Context: an optimization exercise on an open-source flow, tuned for small area, a short achievable clock period and few clock cycles. The choices shown serve that exercise and are no tape-out recipe. The RTL was checked by simulation tests, not by an equivalence proof against the original design. Power is estimated from default activity; no workload was simulated.

==> xenon <==
==> flow/design.v <==
package skst_pkg;
    localparam int KEY_W    = 31;
    localparam int STATUS_W = 4;
    localparam int ACTION_W = 2;
    typedef logic [KEY_W-1:0]    key_t;
    typedef logic [STATUS_W-1:0] status_t;
    typedef logic [ACTION_W-1:0] action_t;
    localparam action_t ACT_LOOKUP = 2'd0;
    localparam action_t ACT_INSERT = 2'd1;
    localparam action_t ACT_DELETE = 2'd2;
    localparam action_t ACT_DUMP   = 2'd3;
    localparam status_t ST_FOUND    = 4'd0;
    localparam status_t ST_NOTFOUND = 4'd1;
    localparam status_t ST_INSERTED = 4'd2;
    localparam status_t ST_PRESENT  = 4'd3;
    localparam status_t ST_REMOVED  = 4'd4;
    localparam status_t ST_ABSENT   = 4'd5;
    localparam status_t ST_FULL     = 4'd6;
    localparam status_t ST_LISTED   = 4'd7;
    localparam status_t ST_EMPTY    = 4'd8;
endpackage
module skst_ram #(
    parameter int WIDTH = 31,
    parameter int DEPTH = 64
) (
    input  logic                     clk,
    input  logic                     wr_en,
    input  logic [$clog2(DEPTH)-1:0] wr_addr,
    input  logic [WIDTH-1:0]         wr_data,
    input  logic                     rd_en,
    input  logic [$clog2(DEPTH)-1:0] rd_addr,
    output logic [WIDTH-1:0]         rd_data
);
    logic [WIDTH-1:0] mem [DEPTH];
    logic [WIDTH-1:0] rd_data_reg;
    always_ff @(posedge clk)
    begin
        if (wr_en)
        begin
            mem[wr_addr] <= wr_data;
        end
        if (rd_en)
        begin
            rd_data_reg <= mem[rd_addr];
        end
    end
    assign rd_data = rd_data_reg;
endmodule
module sorted_key_set_table #(
    parameter int TABLE_DEPTH = 64
) (
    input  logic    clk,
    input  logic    rst_n,
    input  logic    in_valid,
    output logic    in_ready,
    input  skst_pkg::action_t action,
    input  skst_pkg::key_t    key,
    output logic    out_valid,
    input  logic    out_ready,
    output skst_pkg::status_t status,
    output skst_pkg::key_t    key_out,
    output logic    last
);
    localparam int N     = TABLE_DEPTH;
    localparam int KW    = skst_pkg::KEY_W;
    localparam int CNT_W = $clog2(TABLE_DEPTH + 1);
    skst_pkg::key_t   kr [N];
    logic [N-1:0]     ke;
    logic [CNT_W-1:0] count_reg;
    logic              a1_valid;
    skst_pkg::action_t a1_action;
    skst_pkg::key_t    a1_key;
    logic              a2_valid;
    skst_pkg::action_t a2_action;
    skst_pkg::key_t    a2_key;
    logic [N-1:0]      a2_lt;     
    logic [N/8-1:0]    a2_eqg;    
    logic              a2_kill;   
    logic              a2_add;    
    logic              b_valid;
    skst_pkg::action_t b_action;
    logic [N-1:0]      b_t;       
    logic              b_found;
    logic              b_ins;     
    logic              b_del;     
    logic              b_rot;     
    logic [CNT_W-1:0]  dump_idx;  
    logic              dump_last; 
    logic              b_go;
    logic              b_fin;
    skst_pkg::key_t    bus;
    logic              h_valid;
    skst_pkg::status_t h_status;
    skst_pkg::key_t    h_key;
    logic              h_last;
    logic              s_valid;
    skst_pkg::status_t s_status;
    skst_pkg::key_t    s_key;
    logic              s_last;
    logic b_done, b_dump, empty;
    logic g_ins, g_del, g_rot;
    assign empty  = ke[0];
    assign b_dump = (b_action == skst_pkg::ACT_DUMP);
    assign b_done = b_go && b_fin;
    assign g_ins  = b_go && b_ins;
    assign g_del  = b_go && b_del;
    assign g_rot  = b_go && b_rot;
    logic [N-1:0] up_l, up_r, up_b;
    always_comb
    begin
        for (int i = 0; i < N; i++)
        begin
            logic t_below;
            t_below = (i == 0) ? 1'b1 : b_t[(i == 0) ? 0 : i-1];
            up_b[i] = (g_ins || g_rot) && t_below && !b_t[i];
            up_l[i] = (i != 0) && g_ins && !t_below;
            up_r[i] = (g_del && !b_t[i]) || (g_rot && b_t[i]);
        end
    end
    logic [N-1:0] ke_next;
    always_comb
    begin
        for (int i = 0; i < N; i++)
        begin
            logic lo_e, hi_e;
            lo_e = (i == 0) ? 1'b1 : ke[(i == 0) ? 0 : i-1];
            hi_e = (i == N-1) ? 1'b1 : ke[(i == N-1) ? N-1 : i+1];
            ke_next[i] = (up_l[i] && lo_e)
                      || (up_r[i] && hi_e)
                      || (!(up_l[i] || up_r[i] || up_b[i]) && ke[i]);
        end
    end
    always_ff @(posedge clk or negedge rst_n)
    begin
        if (!rst_n)
            ke <= '1;
        else
            ke <= ke_next;
    end
    skst_pkg::key_t kr_next [N];
    always_comb
    begin
        for (int i = 0; i < N; i++)
        begin
            skst_pkg::key_t lo, hi;
            lo = (i == 0) ? '0 : kr[(i == 0) ? 0 : i-1];
            hi = (i == N-1) ? kr[N-1] : kr[(i == N-1) ? N-1 : i+1];
            kr_next[i] = ({KW{up_l[i]}} & lo)
                       | ({KW{up_r[i]}} & hi)
                       | ({KW{up_b[i]}} & bus)
                       | ({KW{!(up_l[i] || up_r[i] || up_b[i])}} & kr[i]);
        end
    end
    always_ff @(posedge clk)
    begin
        for (int i = 0; i < N; i++)
            kr[i] <= kr_next[i];
    end
    function automatic logic [N-1:0] follow(input logic [N-1:0] v, input logic v_bus,
                                            input logic [N-1:0] ul, input logic [N-1:0] ur,
                                            input logic [N-1:0] ub);
        logic [N-1:0] r;
        for (int i = 0; i < N; i++)
        begin
            logic lo, hi;
            lo = (i == 0) ? 1'b0 : v[(i == 0) ? 0 : i-1];
            hi = (i == N-1) ? 1'b0 : v[(i == N-1) ? N-1 : i+1];
            r[i] = (ul[i] && lo) || (ur[i] && hi) || (ub[i] && v_bus)
                || (!(ul[i] || ur[i] || ub[i]) && v[i]);
        end
        follow = r;
    endfunction
    logic [N-1:0] c_lt, c_eq;
    logic [N/8-1:0] c_eqg;
    always_comb
    begin
        for (int i = 0; i < N; i++)
        begin
            c_lt[i] = !ke[i] && (kr[i] < a1_key);
            c_eq[i] = !ke[i] && (kr[i] == a1_key);
        end
        for (int j = 0; j < N/8; j++)
            c_eqg[j] = |c_eq[8*j +: 8];
    end
    logic a1_bus_lt, a1_bus_eq;
    assign a1_bus_lt = (bus < a1_key);
    assign a1_bus_eq = (bus == a1_key);
    logic a2_bus_lt, a2_bus_eq;
    assign a2_bus_lt = (bus < a2_key);
    assign a2_bus_eq = (bus == a2_key);
    logic [N-1:0] f_lt;
    assign f_lt = follow(a2_lt, a2_bus_lt, up_l, up_r, up_b);
    logic         n_found, n_full, n_empty;
    logic [N-1:0] n_t;
    assign n_found = ((((|a2_eqg) && !a2_kill) || a2_add) && !(g_del && a2_bus_eq))
                   || (g_ins && a2_bus_eq);
    assign n_full  = !ke_next[N-1];
    assign n_empty = ke_next[0];
    always_comb
    begin
        if (a2_action == skst_pkg::ACT_DUMP)
            n_t = ~{1'b1, ke_next[N-1:1]};
        else
            n_t = f_lt;
    end
    logic a2_adv, a1_adv, accept;
    logic in_ready_reg;
    assign a2_adv   = a2_valid && (!b_valid || b_done);
    assign a1_adv   = a1_valid && (!a2_valid || a2_adv);
    assign in_ready = in_ready_reg;
    assign accept   = in_valid && in_ready_reg;
    logic [CNT_W-1:0] count_next, dump_idx_next;
    logic a1_valid_next, a2_valid_next, b_valid_next, s_valid_next;
    logic b_dump_next, dump_last_next;
    always_comb
    begin
        count_next = count_reg;
        if (g_ins)
            count_next = CNT_W'(count_reg + 1'b1);
        else if (g_del)
            count_next = CNT_W'(count_reg - 1'b1);
        dump_idx_next = dump_idx;
        if (b_done)
            dump_idx_next = '0;
        else if (g_rot)
            dump_idx_next = CNT_W'(dump_idx + 1'b1);
        dump_last_next = (CNT_W'(dump_idx_next + 1'b1) == count_next);
        a1_valid_next = accept || (a1_valid && !a1_adv);
        a2_valid_next = a1_adv || (a2_valid && !a2_adv);
        b_valid_next  = a2_adv || (b_valid && !b_done);
        b_dump_next   = a2_adv ? (a2_action == skst_pkg::ACT_DUMP) : b_dump;
    end
    always_ff @(posedge clk or negedge rst_n)
    begin
        if (!rst_n)
        begin
            a1_valid  <= 1'b0;
            a2_valid  <= 1'b0;
            b_valid   <= 1'b0;
            b_go      <= 1'b0;
            b_fin     <= 1'b1;
            in_ready_reg <= 1'b1;
            count_reg <= '0;
            dump_idx  <= '0;
            dump_last <= 1'b0;
        end
        else
        begin
            a1_valid  <= a1_valid_next;
            a2_valid  <= a2_valid_next;
            b_valid   <= b_valid_next;
            b_go      <= b_valid_next && !s_valid_next;
            b_fin     <= !b_dump_next || ke_next[0] || dump_last_next;
            in_ready_reg <= !a1_valid_next || !a2_valid_next || !b_valid_next
                         || (!s_valid_next && (!b_dump_next || ke_next[0] || dump_last_next));
            count_reg <= count_next;
            dump_idx  <= dump_idx_next;
            dump_last <= dump_last_next;
        end
    end
    always_ff @(posedge clk)
    begin
        if (accept)
        begin
            a1_action <= action;
            a1_key    <= key;
        end
        if (a1_adv)
        begin
            a2_action <= a1_action;
            a2_key    <= a1_key;
            a2_lt     <= follow(c_lt, a1_bus_lt, up_l, up_r, up_b);
            a2_eqg    <= c_eqg;
            a2_kill   <= g_del && a1_bus_eq;
            a2_add    <= g_ins && a1_bus_eq;
        end
        else
        begin
            a2_lt     <= f_lt;
            a2_kill   <= (a2_kill || (g_del && a2_bus_eq)) && !(g_ins && a2_bus_eq);
            a2_add    <= (a2_add || (g_ins && a2_bus_eq)) && !(g_del && a2_bus_eq);
        end
        if (b_dump_next)
            bus <= kr_next[0];
        else if (a2_adv)
            bus <= a2_key;
        if (a2_adv)
        begin
            b_action <= a2_action;
            b_t      <= n_t;
            b_found  <= n_found;
            b_ins    <= (a2_action == skst_pkg::ACT_INSERT) && !n_found && !n_full;
            b_del    <= (a2_action == skst_pkg::ACT_DELETE) && n_found;
            b_rot    <= (a2_action == skst_pkg::ACT_DUMP) && !n_empty;
        end
    end
    skst_pkg::status_t w_status;
    skst_pkg::key_t    w_key;
    logic              w_last;
    always_comb
    begin
        w_key  = bus;
        w_last = 1'b1;
        case (b_action)
            skst_pkg::ACT_LOOKUP: w_status = b_found ? skst_pkg::ST_FOUND : skst_pkg::ST_NOTFOUND;
            skst_pkg::ACT_INSERT: w_status = b_found ? skst_pkg::ST_PRESENT :
                                             b_ins   ? skst_pkg::ST_INSERTED : skst_pkg::ST_FULL;
            skst_pkg::ACT_DELETE: w_status = b_found ? skst_pkg::ST_REMOVED : skst_pkg::ST_ABSENT;
            default:
            begin
                w_status = empty ? skst_pkg::ST_EMPTY : skst_pkg::ST_LISTED;
                w_key    = empty ? '0 : bus;
                w_last   = empty || dump_last;
            end
        endcase
    end
    logic pop, h_load;
    assign pop    = h_valid && out_ready;
    assign h_load = (!h_valid || pop) && (s_valid || b_go);
    assign s_valid_next = (b_go && h_valid && !pop) || (s_valid && !h_load);
    always_ff @(posedge clk or negedge rst_n)
    begin
        if (!rst_n)
        begin
            h_valid <= 1'b0;
            s_valid <= 1'b0;
        end
        else
        begin
            if (h_load)
                h_valid <= 1'b1;
            else if (pop)
                h_valid <= 1'b0;
            s_valid <= s_valid_next;
        end
    end
    always_ff @(posedge clk)
    begin
        if (h_load)
        begin
            h_status <= s_valid ? s_status : w_status;
            h_key    <= s_valid ? s_key    : w_key;
            h_last   <= s_valid ? s_last   : w_last;
        end
        if (b_go && h_valid && !pop)
        begin
            s_status <= w_status;
            s_key    <= w_key;
            s_last   <= w_last;
        end
    end
    assign out_valid = h_valid;
    assign status    = h_status;
    assign key_out   = h_key;
    assign last      = h_last;
endmodule
==> flow/flow/run.sh <==
#!/bin/bash
# The standard layout (the standard.sh: standard synthesis, ORFS floorplan to
# finish), with one change: the buffers placed on the input and output ports are
# sky130_fd_sc_hd__buf_4 instead of the cell buffer_ports picks by default.
# Runs in the standard flow's work folder; the full make/ORFS output goes to standard.log there.
set -euo pipefail
export BUFFER_PORTS_ARGS="-buffer_cell sky130_fd_sc_hd__buf_4"
bash standard.sh > standard.log 2>&1
==> flow/standard.sh <==
#!/bin/bash
# synth_recipe.tcl (not shown) runs the flow's synth.tcl, then flattens the netlist and writes it again
# the make line also repeats each setting of config.mk as NAME=value (left out here)
make -C /OpenROAD-flow-scripts/flow DESIGN_CONFIG=/design/flow/config.mk WORK_HOME=/design/flow/orfs CLKGATE_MAP_FILE= SYNTH_SCRIPT=/design/flow/synth_recipe.tcl "${@:-finish}"
==> flow/config.mk <==
export PLATFORM = sky130hd
export DESIGN_NAME = sorted_key_set_table
export DESIGN_NICKNAME = sorted_key_set_table
export VERILOG_FILES = /design/flow/design.v
export SDC_FILE = /design/flow/constraint.sdc
export NUM_CORES = 4
export LEC_CHECK = 0
export ABC_CLOCK_PERIOD_IN_PS = 3300
export CAP_MARGIN = 20
export CORE_MARGIN = 2
export CORE_UTILIZATION = 35
export CTS_CLUSTER_DIAMETER = 80
export CTS_CLUSTER_SIZE = 24
export PLACE_DENSITY = 0.5
export SETUP_SLACK_MARGIN = 4.7
export SLEW_MARGIN = 20
==> flow/constraint.sdc <==
create_clock -name core_clock -period 8.0 [get_ports {clk}]
set_input_delay 1.6000 -clock core_clock [delete_from_list [all_inputs] [get_ports {clk}]]
set_output_delay 1.6000 -clock core_clock [all_outputs]
set_load 0.01 [all_outputs]
==> inputs of nickel, as changes to xenon <==
--- a/flow/design.v
+++ b/flow/design.v
@@ -67,4 +67,4 @@
     skst_pkg::key_t   kr [N];
-    logic [N-1:0]     ke;
     logic [CNT_W-1:0] count_reg;
+    logic [CNT_W-1:0] count_next;
     logic              a1_valid;
@@ -119,3 +119,3 @@
     end
-    logic [N-1:0] ke_next;
+    logic [N-1:0] ke, ke_next;
     always_comb
@@ -124,17 +124,6 @@
         begin
-            logic lo_e, hi_e;
-            lo_e = (i == 0) ? 1'b1 : ke[(i == 0) ? 0 : i-1];
-            hi_e = (i == N-1) ? 1'b1 : ke[(i == N-1) ? N-1 : i+1];
-            ke_next[i] = (up_l[i] && lo_e)
-                      || (up_r[i] && hi_e)
-                      || (!(up_l[i] || up_r[i] || up_b[i]) && ke[i]);
+            ke[i]      = !(CNT_W'(i) < count_reg);
+            ke_next[i] = !(CNT_W'(i) < count_next);
         end
     end
-    always_ff @(posedge clk or negedge rst_n)
-    begin
-        if (!rst_n)
-            ke <= '1;
-        else
-            ke <= ke_next;
-    end
     skst_pkg::key_t kr_next [N];
@@ -211,3 +200,3 @@
     assign accept   = in_valid && in_ready_reg;
-    logic [CNT_W-1:0] count_next, dump_idx_next;
+    logic [CNT_W-1:0] dump_idx_next;
     logic a1_valid_next, a2_valid_next, b_valid_next, s_valid_next;
Settings changed: CORE_UTILIZATION 35 to 45, PLACE_DENSITY 0.5 to 0.55.
==> inputs of lagoon, as changes to xenon <==
--- a/flow/design.v
+++ b/flow/design.v
@@ -89,3 +89,2 @@
     logic              b_go;
-    logic              b_fin;
     skst_pkg::key_t    bus;
@@ -103,3 +102,3 @@
     assign b_dump = (b_action == skst_pkg::ACT_DUMP);
-    assign b_done = b_go && b_fin;
+    assign b_done = b_go && (!b_dump || empty || dump_last);
     assign g_ins  = b_go && b_ins;
@@ -240,3 +239,2 @@
             b_go      <= 1'b0;
-            b_fin     <= 1'b1;
             in_ready_reg <= 1'b1;
@@ -252,3 +250,2 @@
             b_go      <= b_valid_next && !s_valid_next;
-            b_fin     <= !b_dump_next || ke_next[0] || dump_last_next;
             in_ready_reg <= !a1_valid_next || !a2_valid_next || !b_valid_next
==> flow/run.sh (new file) <==
#!/bin/bash
# synth_recipe.tcl (not shown) runs the flow's synth.tcl, then flattens the netlist and writes it again
# the make line also repeats each setting of config.mk as NAME=value (left out here)
make -C /OpenROAD-flow-scripts/flow DESIGN_CONFIG=/design/flow/config.mk WORK_HOME=/design/flow/orfs CLKGATE_MAP_FILE= SYNTH_SCRIPT=/design/flow/synth_recipe.tcl finish
Settings changed: ABC_CLOCK_PERIOD_IN_PS 3300 to 3500, SETUP_SLACK_MARGIN 4.7 to 4.5.
removed: flow/flow/run.sh
removed: flow/standard.sh
==> inputs of indigo, as changes to xenon <==
--- a/flow/design.v
+++ b/flow/design.v
@@ -67,4 +67,4 @@
     skst_pkg::key_t   kr [N];
-    logic [N-1:0]     ke;
     logic [CNT_W-1:0] count_reg;
+    logic [CNT_W-1:0] count_next;
     logic              a1_valid;
@@ -119,3 +119,3 @@
     end
-    logic [N-1:0] ke_next;
+    logic [N-1:0] ke, ke_next;
     always_comb
@@ -124,17 +124,6 @@
         begin
-            logic lo_e, hi_e;
-            lo_e = (i == 0) ? 1'b1 : ke[(i == 0) ? 0 : i-1];
-            hi_e = (i == N-1) ? 1'b1 : ke[(i == N-1) ? N-1 : i+1];
-            ke_next[i] = (up_l[i] && lo_e)
-                      || (up_r[i] && hi_e)
-                      || (!(up_l[i] || up_r[i] || up_b[i]) && ke[i]);
+            ke[i]      = !(CNT_W'(i) < count_reg);
+            ke_next[i] = !(CNT_W'(i) < count_next);
         end
     end
-    always_ff @(posedge clk or negedge rst_n)
-    begin
-        if (!rst_n)
-            ke <= '1;
-        else
-            ke <= ke_next;
-    end
     skst_pkg::key_t kr_next [N];
@@ -211,3 +200,3 @@
     assign accept   = in_valid && in_ready_reg;
-    logic [CNT_W-1:0] count_next, dump_idx_next;
+    logic [CNT_W-1:0] dump_idx_next;
     logic a1_valid_next, a2_valid_next, b_valid_next, s_valid_next;
==> qor summary <==
Setup clock skew after layout: indigo 75.0 ps; xenon 60.6 ps; lagoon 58.4 ps; nickel 62.8 ps
Final Critical Period: indigo 3420 ps; xenon 3420 ps; lagoon 3550 ps; nickel 3410 ps
Multi-input combinational cell count: indigo 12386; xenon 12301; lagoon 12265; nickel 12381
Largest fanout on the critical path: indigo 2; xenon 44; lagoon 17; nickel 1
Combinational logic power: indigo 46.9 mW; xenon 46.0 mW; lagoon 44.9 mW; nickel 46.8 mW
Standard cell core area: indigo 0.402 sq mm; xenon 0.405 sq mm; lagoon 0.406 sq mm; nickel 0.312 sq mm
Launch point of the worst hold path: indigo a1_action[1]; xenon a1_action[1]; lagoon a1_action[1]; nickel a1_action[0]
Detailed-route vias per instance: indigo 6.44; xenon 6.65; lagoon 6.46; nickel 6.96
CTS clock-pin slew for the worst setup and hold paths: indigo 100 ps; xenon 90 ps; lagoon 100 ps; nickel 90 ps
Multi-input gate share of total cell area: indigo 56.3%; xenon 55.0%; lagoon 55.7%; nickel 57.0%
Number of distinct library cell variants in the gate-level netlist after synthesis: indigo 106; xenon 84; lagoon 95; nickel 106
Final worst path period share: indigo 42.8%; xenon 42.7%; lagoon 44.4%; nickel 42.7%
Non-clock buffers: indigo 706; xenon 717; lagoon 592; nickel 682
Syn Inst Count: indigo 16097; xenon 16095; lagoon 16071; nickel 16097
Detailed Route Iter0 Violations: indigo 22581; xenon 28415; lagoon 24942; nickel 25416
Result of the run: indigo timing/DRC/antenna clean; xenon timing/DRC/antenna clean; lagoon timing/DRC/antenna clean; nickel timing/DRC/antenna clean
P_sw: indigo 43.8 mW; xenon 44.9 mW; lagoon 42.7 mW; nickel 43.9 mW
Kind of end point of the critical path: indigo output pin; xenon flop; lagoon flop; nickel output pin
Capture instance of the worst register-to-register path: indigo a2_lt[42]; xenon a2_eqg[7]; lagoon a2_lt[51]; nickel a2_lt[31]
Testbench counts of xenon, summed over its fixed seeds: cycles 8,784.
Testbench counts of nickel, summed over its fixed seeds: cycles 8,784.
Testbench counts of lagoon, summed over its fixed seeds: cycles 8,784.
Testbench counts of indigo, summed over its fixed seeds: cycles 8,784.

[separate check: timing with driven ports]
How much do the figures lean on ideal ports? The routed layouts below were timed once more, with nothing changed but the port constraints. Step 1 sets driving cells, clkbuf_16 on the clock port and buf_2 on the other inputs (assumed; they add their load-dependent delay and slew). Step 2 adds t to the input delays and takes it off the output delays; t is the mean of the earliest and latest rising clock arrival at the registers after step 1. Input paths then give back, and output paths get back, about the clock's delay inside the block. Three values: ideal, step 1, step 2; two values: the first two.
run | shift t [ns] | setup slack, ns | cell pins on the clock port's net
xenon | 1.067 | 4.582 / 4.582 / 4.582 | 1
nickel | 1.020 | 4.588 / 4.478 / 4.590 | 1
lagoon | 1.039 | 4.447 / 4.430 / 4.125 | 1
indigo | 1.018 | 4.577 / 4.465 / 4.589 | 1
After both steps every run listed still meets setup and hold. The setup slack of lagoon, which loses most, moves by -0.017 ns with the drivers and by -0.322 ns with both steps.
